This design comes from an exercise in tuning for small area, a short achievable clock period and few clock cycles per item on the open sky130 flow, not from production work.
In this exercise RTL edits were held to simulation tests only and were not proved equivalent to the original.
Power and IR drop assume default switching activity.

<file path="flow/design.v">
module mlp_sequencer #(
   parameter int N1        = 98,
   parameter int N2        = 10,
   parameter int W_K       = 4,
   parameter int W_X       = 8,
   parameter int W_OUT     = 16,
   parameter int ACT_SHIFT = 4,
   parameter int OUT_SHIFT = 8
) (
   input  logic                         clk,
   input  logic                         rstn,
   input  logic                         s_valid,
   output logic                         s_ready,
   input  logic [W_X-1:0]               s_data,
   output logic                         m_valid,
   input  logic                         m_ready,
   output logic [W_OUT-1:0]             m_data,
   output logic                         busy,
   output logic [1:0]                   w_sel,
   output logic [$clog2(N2+1)-1:0]      w_neuron,
   output logic [$clog2(N1/2+1)-1:0]    w_idx,
   input  logic [W_K-1:0]               w_data,
   output logic [W_K-1:0]               tanh_idx,
   input  logic [W_OUT-1:0]             tanh_data
);
   localparam int HALF   = N1 / 2;
   localparam int CNT_W  = $clog2(N1);
   localparam int NEU_W  = $clog2(N2 + 1);
   localparam int IDX_W  = $clog2(N1 / 2 + 1);
   localparam int HID_W  = $clog2(N2);
   localparam int ACC1_W = W_X + W_K + $clog2(N1 + 2) + 1;
   localparam int ACC2_W = W_OUT + W_K + $clog2(N2 + 1) + 1;
   localparam logic signed [ACC1_W-1:0] T_MAX = ACC1_W'(2 ** (W_K - 1) - 1);
   localparam logic signed [ACC1_W-1:0] T_MIN = ACC1_W'(-(2 ** (W_K - 1)));
   localparam logic signed [ACC2_W-1:0] O_MAX = ACC2_W'(2 ** (W_OUT - 1) - 1);
   localparam logic signed [ACC2_W-1:0] O_MIN = ACC2_W'(-(2 ** (W_OUT - 1)));
   typedef enum logic [2:0] {
      S_LOAD, S_L1_MAC, S_L1_BIAS_M, S_L1_BIAS_P, S_L1_ACT, S_L2_MAC, S_L2_BIAS, S_OUT
   } state_t;
   state_t                     r_state, w_next;
   logic [CNT_W-1:0]           r_cnt;
   logic [NEU_W-1:0]           r_neuron;
   logic signed [ACC1_W-1:0]   r_acc1;
   logic signed [ACC2_W-1:0]   r_acc2;
   logic                       r_m_valid;
   logic [W_OUT-1:0]           r_m_data;
   logic signed [W_X-1:0]      r_x [N1];
   logic signed [W_OUT-1:0]    r_h [N2];
   logic                       w_s_hs, w_last_x, w_last_h, w_last_neuron;
   logic signed [ACC1_W-1:0]   w_w1, w_x1, w_prod1, w_shift1, w_t;
   logic signed [ACC2_W-1:0]   w_w2, w_h2, w_shift2, w_o;
   logic [W_K-1:0]             w_tanh_idx;
   logic [W_OUT-1:0]           w_sat;
   assign s_ready       = rstn && (r_state == S_LOAD);
   assign busy          = rstn && (r_state != S_LOAD);
   assign m_valid       = r_m_valid;
   assign m_data        = r_m_data;
   assign w_s_hs        = s_valid && s_ready;
   assign w_last_x      = (r_cnt == CNT_W'(N1 - 1));
   assign w_last_h      = (r_cnt == CNT_W'(N2 - 1));
   assign w_last_neuron = (r_neuron == NEU_W'(N2 - 1));
   always_comb begin
      w_w1     = ACC1_W'($signed(w_data));
      w_x1     = ACC1_W'(r_x[r_cnt]);
      w_prod1  = w_w1 * w_x1;
      w_w2     = ACC2_W'($signed(w_data));
      w_h2     = ACC2_W'(r_h[r_cnt[HID_W-1:0]]);
      w_shift1 = r_acc1 >>> ACT_SHIFT;
      if (w_shift1 > T_MAX)      w_t = T_MAX;
      else if (w_shift1 < T_MIN) w_t = T_MIN;
      else                       w_t = w_shift1;
      w_tanh_idx = W_K'(w_t - T_MIN);
      w_shift2 = r_acc2 >>> OUT_SHIFT;
      if (w_shift2 > O_MAX)      w_o = O_MAX;
      else if (w_shift2 < O_MIN) w_o = O_MIN;
      else                       w_o = w_shift2;
      w_sat = W_OUT'(w_o);
   end
   always_comb begin
      w_next = r_state;
      case (r_state)
         S_LOAD:      if (w_s_hs && w_last_x) w_next = S_L1_MAC;
         S_L1_MAC:    if (w_last_x) w_next = S_L1_BIAS_M;
         S_L1_BIAS_M: w_next = S_L1_BIAS_P;
         S_L1_BIAS_P: w_next = S_L1_ACT;
         S_L1_ACT:    w_next = w_last_neuron ? S_L2_MAC : S_L1_MAC;
         S_L2_MAC:    if (w_last_h) w_next = S_L2_BIAS;
         S_L2_BIAS:   w_next = S_OUT;
         S_OUT:       if (r_m_valid && m_ready) w_next = S_LOAD;
         default:     w_next = S_LOAD;
      endcase
   end
   always_comb begin
      w_sel    = '0;
      w_neuron = '0;
      w_idx    = '0;
      tanh_idx = '0;
      case (r_state)
         S_L1_MAC: begin
            w_neuron = r_neuron;
            if (r_cnt < CNT_W'(HALF)) begin
               w_sel = 2'd0;
               w_idx = IDX_W'(r_cnt);
            end else begin
               w_sel = 2'd1;
               w_idx = IDX_W'(r_cnt - CNT_W'(HALF));
            end
         end
         S_L1_BIAS_M: begin
            w_neuron = r_neuron;
            w_sel    = 2'd0;
            w_idx    = IDX_W'(HALF);
         end
         S_L1_BIAS_P: begin
            w_neuron = r_neuron;
            w_sel    = 2'd1;
            w_idx    = IDX_W'(HALF);
         end
         S_L1_ACT:  tanh_idx = w_tanh_idx;
         S_L2_MAC: begin
            w_sel = 2'd2;
            w_idx = IDX_W'(r_cnt);
         end
         S_L2_BIAS: begin
            w_sel = 2'd2;
            w_idx = IDX_W'(N2);
         end
         default: ;
      endcase
   end
   always_ff @(posedge clk) begin
      if (!rstn) begin
         r_state   <= S_LOAD;
         r_cnt     <= '0;
         r_neuron  <= '0;
         r_acc1    <= '0;
         r_acc2    <= '0;
         r_m_valid <= 1'b0;
         r_m_data  <= '0;
      end else begin
         r_state <= w_next;
         case (r_state)
            S_LOAD: begin
               if (w_s_hs) begin
                  r_cnt <= w_last_x ? '0 : r_cnt + 1'b1;
                  if (w_last_x) begin
                     r_neuron <= '0;
                     r_acc1   <= '0;
                     r_acc2   <= '0;
                  end
               end
            end
            S_L1_MAC: begin
               r_acc1 <= r_acc1 + w_prod1;
               r_cnt  <= w_last_x ? '0 : r_cnt + 1'b1;
            end
            S_L1_BIAS_M, S_L1_BIAS_P: r_acc1 <= r_acc1 + w_w1;
            S_L1_ACT: begin
               r_acc1   <= '0;
               r_neuron <= r_neuron + 1'b1;
            end
            S_L2_MAC: begin
               r_acc2 <= r_acc2 + w_w2 * w_h2;
               r_cnt  <= w_last_h ? '0 : r_cnt + 1'b1;
            end
            S_L2_BIAS: r_acc2 <= r_acc2 + w_w2;
            S_OUT: begin
               if (!r_m_valid) begin
                  r_m_valid <= 1'b1;
                  r_m_data  <= w_sat;
               end else if (m_ready) begin
                  r_m_valid <= 1'b0;
                  r_m_data  <= '0;
               end
            end
            default: ;
         endcase
      end
   end
   always_ff @(posedge clk) begin
      if (r_state == S_LOAD && w_s_hs) r_x[r_cnt] <= s_data;
      if (r_state == S_L1_ACT) r_h[r_neuron[HID_W-1:0]] <= tanh_data;
   end
endmodule
</file>
<file path="flow/run.sh">
#!/bin/bash
# synth_recipe.tcl (not shown) runs the flow's synth.tcl, then flattens the netlist and writes it again
# the make line also repeats each setting of config.mk as NAME=value (left out here)
make -C /OpenROAD-flow-scripts/flow DESIGN_CONFIG=/design/flow/config.mk WORK_HOME=/design/flow/orfs CLKGATE_MAP_FILE= SYNTH_SCRIPT=/design/flow/synth_recipe.tcl finish
</file>
<file path="flow/config.mk">
export PLATFORM = sky130hd
export DESIGN_NAME = mlp_sequencer
export DESIGN_NICKNAME = mlp_sequencer
export VERILOG_FILES = /design/flow/design.v
export SDC_FILE = /design/flow/constraint.sdc
export NUM_CORES = 4
export LEC_CHECK = 0
export CAP_MARGIN = 20
export CORE_MARGIN = 2
export CORE_UTILIZATION = 40
export SLEW_MARGIN = 20
</file>
<file path="flow/constraint.sdc">
create_clock -name core_clock -period 8.0 [get_ports {clk}]
set_input_delay 1.6000 -clock core_clock [delete_from_list [all_inputs] [get_ports {clk}]]
set_output_delay 1.6000 -clock core_clock [all_outputs]
set_load 0.01 [all_outputs]
</file>
==> flow_summary_export.csv <==
group,metric,value,unit
status,status,"finished clean",
sta,post-route-period-util,87.77,%
final_layout,drive_gt1_share,16.05,%
clocking,cts_setup_buffers,0,
routing,drtPass1Iterations,7,
floorplanning,die_y,349.9,µm
routing,drcViolationCount,0,
clocking,path_clk_slew,0.06,ns
floorplanning,die_x,349.9,µm
sta,fin_tns_setup,0,ns
setup_path,crit_path_end,"r_acc2[24]",
sta,hold_slack,0.4496,ns
clocking,clock_latency,0.72,ns
final_layout,antenna_cells,0,
synth,yosys.area.top_type,"edfxtp_1",
global_routing,grt_pass1_vias,26430,
setup_path,start_kind,"register",
final_layout,syn_to_final_growth,13.04,%
global_routing,grt_max_degree,99,
synth,syn_area,47870,µm²
synth,synth_warnings,1,
floorplanning,core.rowCount,126,
final_layout,n_fill_cell,10260,
setup_path,r2r_end,"r_acc2[24]",
final_layout,multi_input_area,16460,µm²
routing,post_drt_wl_per_cell,23.17,µm
sta,worstMarginPinSlew,1.088,ns
global_routing,grt_pass1_wl,169.2,mm
setup_path,r2r_cells,21,
pwr,internal_power,9.321,mW
floorplanning,ioPinCount,67,
synth,synth_edf_count,944,
pwr,p_comb_share,12.0,%
sta,period_minus_slack,7.022,ns
setup_path,path_class,"register to register",
clocking,cts.sinks,1027,
synth,yosys-top-cells-area,"edfxtp_1, mux4_2, fa_1, ha_1, dfxtp_1",
sta,hold_viol,0,
floorplanning,start_util,40.43,%
run,drv_cap,0,
setup_path,endpoint_kind,"register",
synth,ys.flop_type,"edfxtp_1",
routing,vias,25990,
synth,async_flop_share,0,%
setup_path,worstPathMaxFanout,32,
clocking,root_buffer,"clkbuf_16",
clocking,post_cts_resized,0,
clocking,cts_tree,"built",
placed_design,dp_hpwl,72.27,mm
setup_path,cp.arrival,7.64,ns
floorplanning,core_area,118400,µm²
clocking,cts.htree.levels,3,
pwr,sequentialPowerShare,47.9,%
sta,rsz0062_at_grt,"no",
synth,yosys.cell_count.top_type,"edfxtp_1",
final_layout,fin_nets,3383,
routing,ant_nets,0,
final_layout,layout.area.seq,30020,µm²
pwr,totalPowerFinal,12.25,mW
routing,wl,111.0,mm
global_routing,grt_use_total,18.40,%
final_layout,final_core_util,45.71,%
synth,syn_nets,3275,
pwr,cellPowerDensity,226.4,nW/µm²
placed_design,place.gp.congestion,0.8190,
sta,fmax,0.1424,GHz
routing,post_drt_via_cell_ratio,5.425,
synth,synth.top_cell.area_share,59.22,%
synth,ys_ff_latch,1027,
sta,clock_skew,0.07362,ns
routing,dr.first_iter.drc_count,2333,
pwr,leakagePower,18.07,nW
floorplanning,die_area,122500,µm²
clocking,clock_path_buffers,3,
sta,drv_slew,0,
sta,setup_violations,0,
clocking,cts_buffers,107,
synth,synth_cells,2997,
clocking,ctsHoldBuffers,0,
pwr,ir_drop,0.0002201,V
sta,slew_headroom,27.18,%
min_path,worstHoldPathType,"register to register",
pwr,swShare,23.91,%
setup_path,rrSetupSlack,0.98,ns
global_routing,antenna_found_initial,2,
pwr,netSwitchingPower,2.929,mW
synth,ys_types,71,
pwr,clkPwrFrac,40.1,%
synth,synth_common_cells,"edfxtp_1, mux4_2, nor2_1",
synth,syn_avg_cell_area,15.97,µm²
setup_path,worstPathRequired,8.62,ns
placed_design,io_buffers,66,
synth,ys_seq_area_share,62.69,%
global_routing,overflow,0,
## registers in the layout, summed over array words and instances, names as in the netlist, named ones only
register and flops:
r_acc2 25, r_neuron 4, r_cnt 7, r_m_data 16, r_acc1 20, r_x 784, r_h 160, r_state 3
r_m_valid 1
## power groups by stage
stage | clock [mW] | combinational [mW] | sequential [mW]
floorplan | 0 | 1.08 | 5.98
global placement | 0 | 1.48 | 5.98
detailed placement | 0 | 1.48 | 5.98
CTS | 5.01 | 1.49 | 5.87
global route | 5.22 | 1.67 | 5.87
finish | 4.91 | 1.47 | 5.87
## cell usage in the layout, fill, tap and decap left out, types with 20 or more instances in the layout
cell type,n
edfxtp_1,944
mux4_2,266
nor2_1,238
inv_1,221
ha_1,142
nand2_1,110
clkbuf_16,109
fa_1,104
a21oi_1,98
and2_1,84
dfxtp_1,79
o21ai_0,68
clkdlybuf4s50_1,57
xnor2_1,55
buf_4,52
mux2i_1,41
a211oi_1,38
xor2_1,32
nor2b_1,31
nand3_1,30
clkinv_1,28
a222oi_1,25
nor3_1,24
a21o_1,20
## logic make-up after synthesis
group | share of synthesized area (%)
flops | 62.69
simple gates | 5.944
compound gates | 5.086
buf+inv | 2.969
mux | 13.66
fa+ha+maj | 8.061
xor+xnor | 1.592
## stage by stage
stage / std cells / instance area (µm²) / worst slack (ns)
finish: 4790 / 54110 / 0.9781
global route: 4790 / 54110 / 0.4974
CTS: 4788 / 54060 / 0.9586
detailed placement: 4594 / 50590 / 0.8928
global placement: 4594 / 50590 / 0.9512
floorplan: 2997 / 47870 / 1.621
## worst max-delay path, stage by stage, from the launching register on
cell and delay, ns:
dfxtp_4 0.63, buf_12 0.32, buf_12 0.27, mux4_2 0.51, nor2b_1 0.14, a211oi_1 0.25
a21oi_1 0.14, nand2b_1 0.23, fa_1 0.51, fa_1 0.52, fa_1 0.54, inv_1 0.06
fa_1 0.48, a21o_1 0.21, a311oi_1 0.49, o311ai_1 0.15, a31oi_1 0.56, o21ai_0 0.22
a21oi_1 0.23, xor2_1 0.17, a22oi_1 0.08, a31oi_1 0.19
## per-layer routing
metal	GRT usage [%]	wire (µm)	vias up
met4	4.548	2158	2
met3	3.280	6620	129
met2	29.96	53310	723
met1	25.69	48870	13410
met5	0	9	-
li1	-	-	11720
## area by class of cell
cell class,count,share of cell area [%]
Clock buffer,128,5.172
Inverter,224,1.554
Clock inverter,66,1.235
Multi-Input combinational cell,1617,30.42
Timing Repair Buffer,128,2.439
Sequential cell,1027,55.48
Tap cell,1600,3.699
## how the worst min path moves through the flow
| stage | start | end | cells past startpoint |
|---|---|---|---|
| 2_1_floorplan | r_acc2[4] | r_acc2[4] | 2 |
| 3_3_place_gp | r_m_data[13] | r_m_data[13] | 2 |
| 3_5_place_dp | r_m_data[9] | r_m_data[9] | 2 |
| 4_1_cts | r_m_data[9] | r_m_data[9] | 2 |
| 5_1_grt | r_m_data[14] | r_m_data[14] | 2 |
| 6_report | r_m_data[14] | r_m_data[14] | 2 |
Testbench counts, summed over its fixed seeds: cycles 107,616, items 96.

==> afterwards: timing with drivers on the ports <==
In the flow no input, the clock included, has a driving cell. The finished layout below was timed again as built, in two steps.
Step 1: set_driving_cell puts a clkbuf_16 on clk and a buf_2 on each other input, an assumption about the parent block.
Step 2 times the ports against the registers' clock, not the clock port: input delays grow and output delays shrink by t, the midpoint of the rising clock arrivals with the driver on.
Slacks: ideal / step 1 / step 2; pairs: ideal / step 1.
t, ns: 0.756
setup slack, ns: 0.978 / 0.978 / 0.765
cell pins on the clock port's net: 1
After both steps this run still meets setup and hold. For this run, drivers alone change the setup slack by 0.000 ns; drivers and shift together by -0.213 ns.
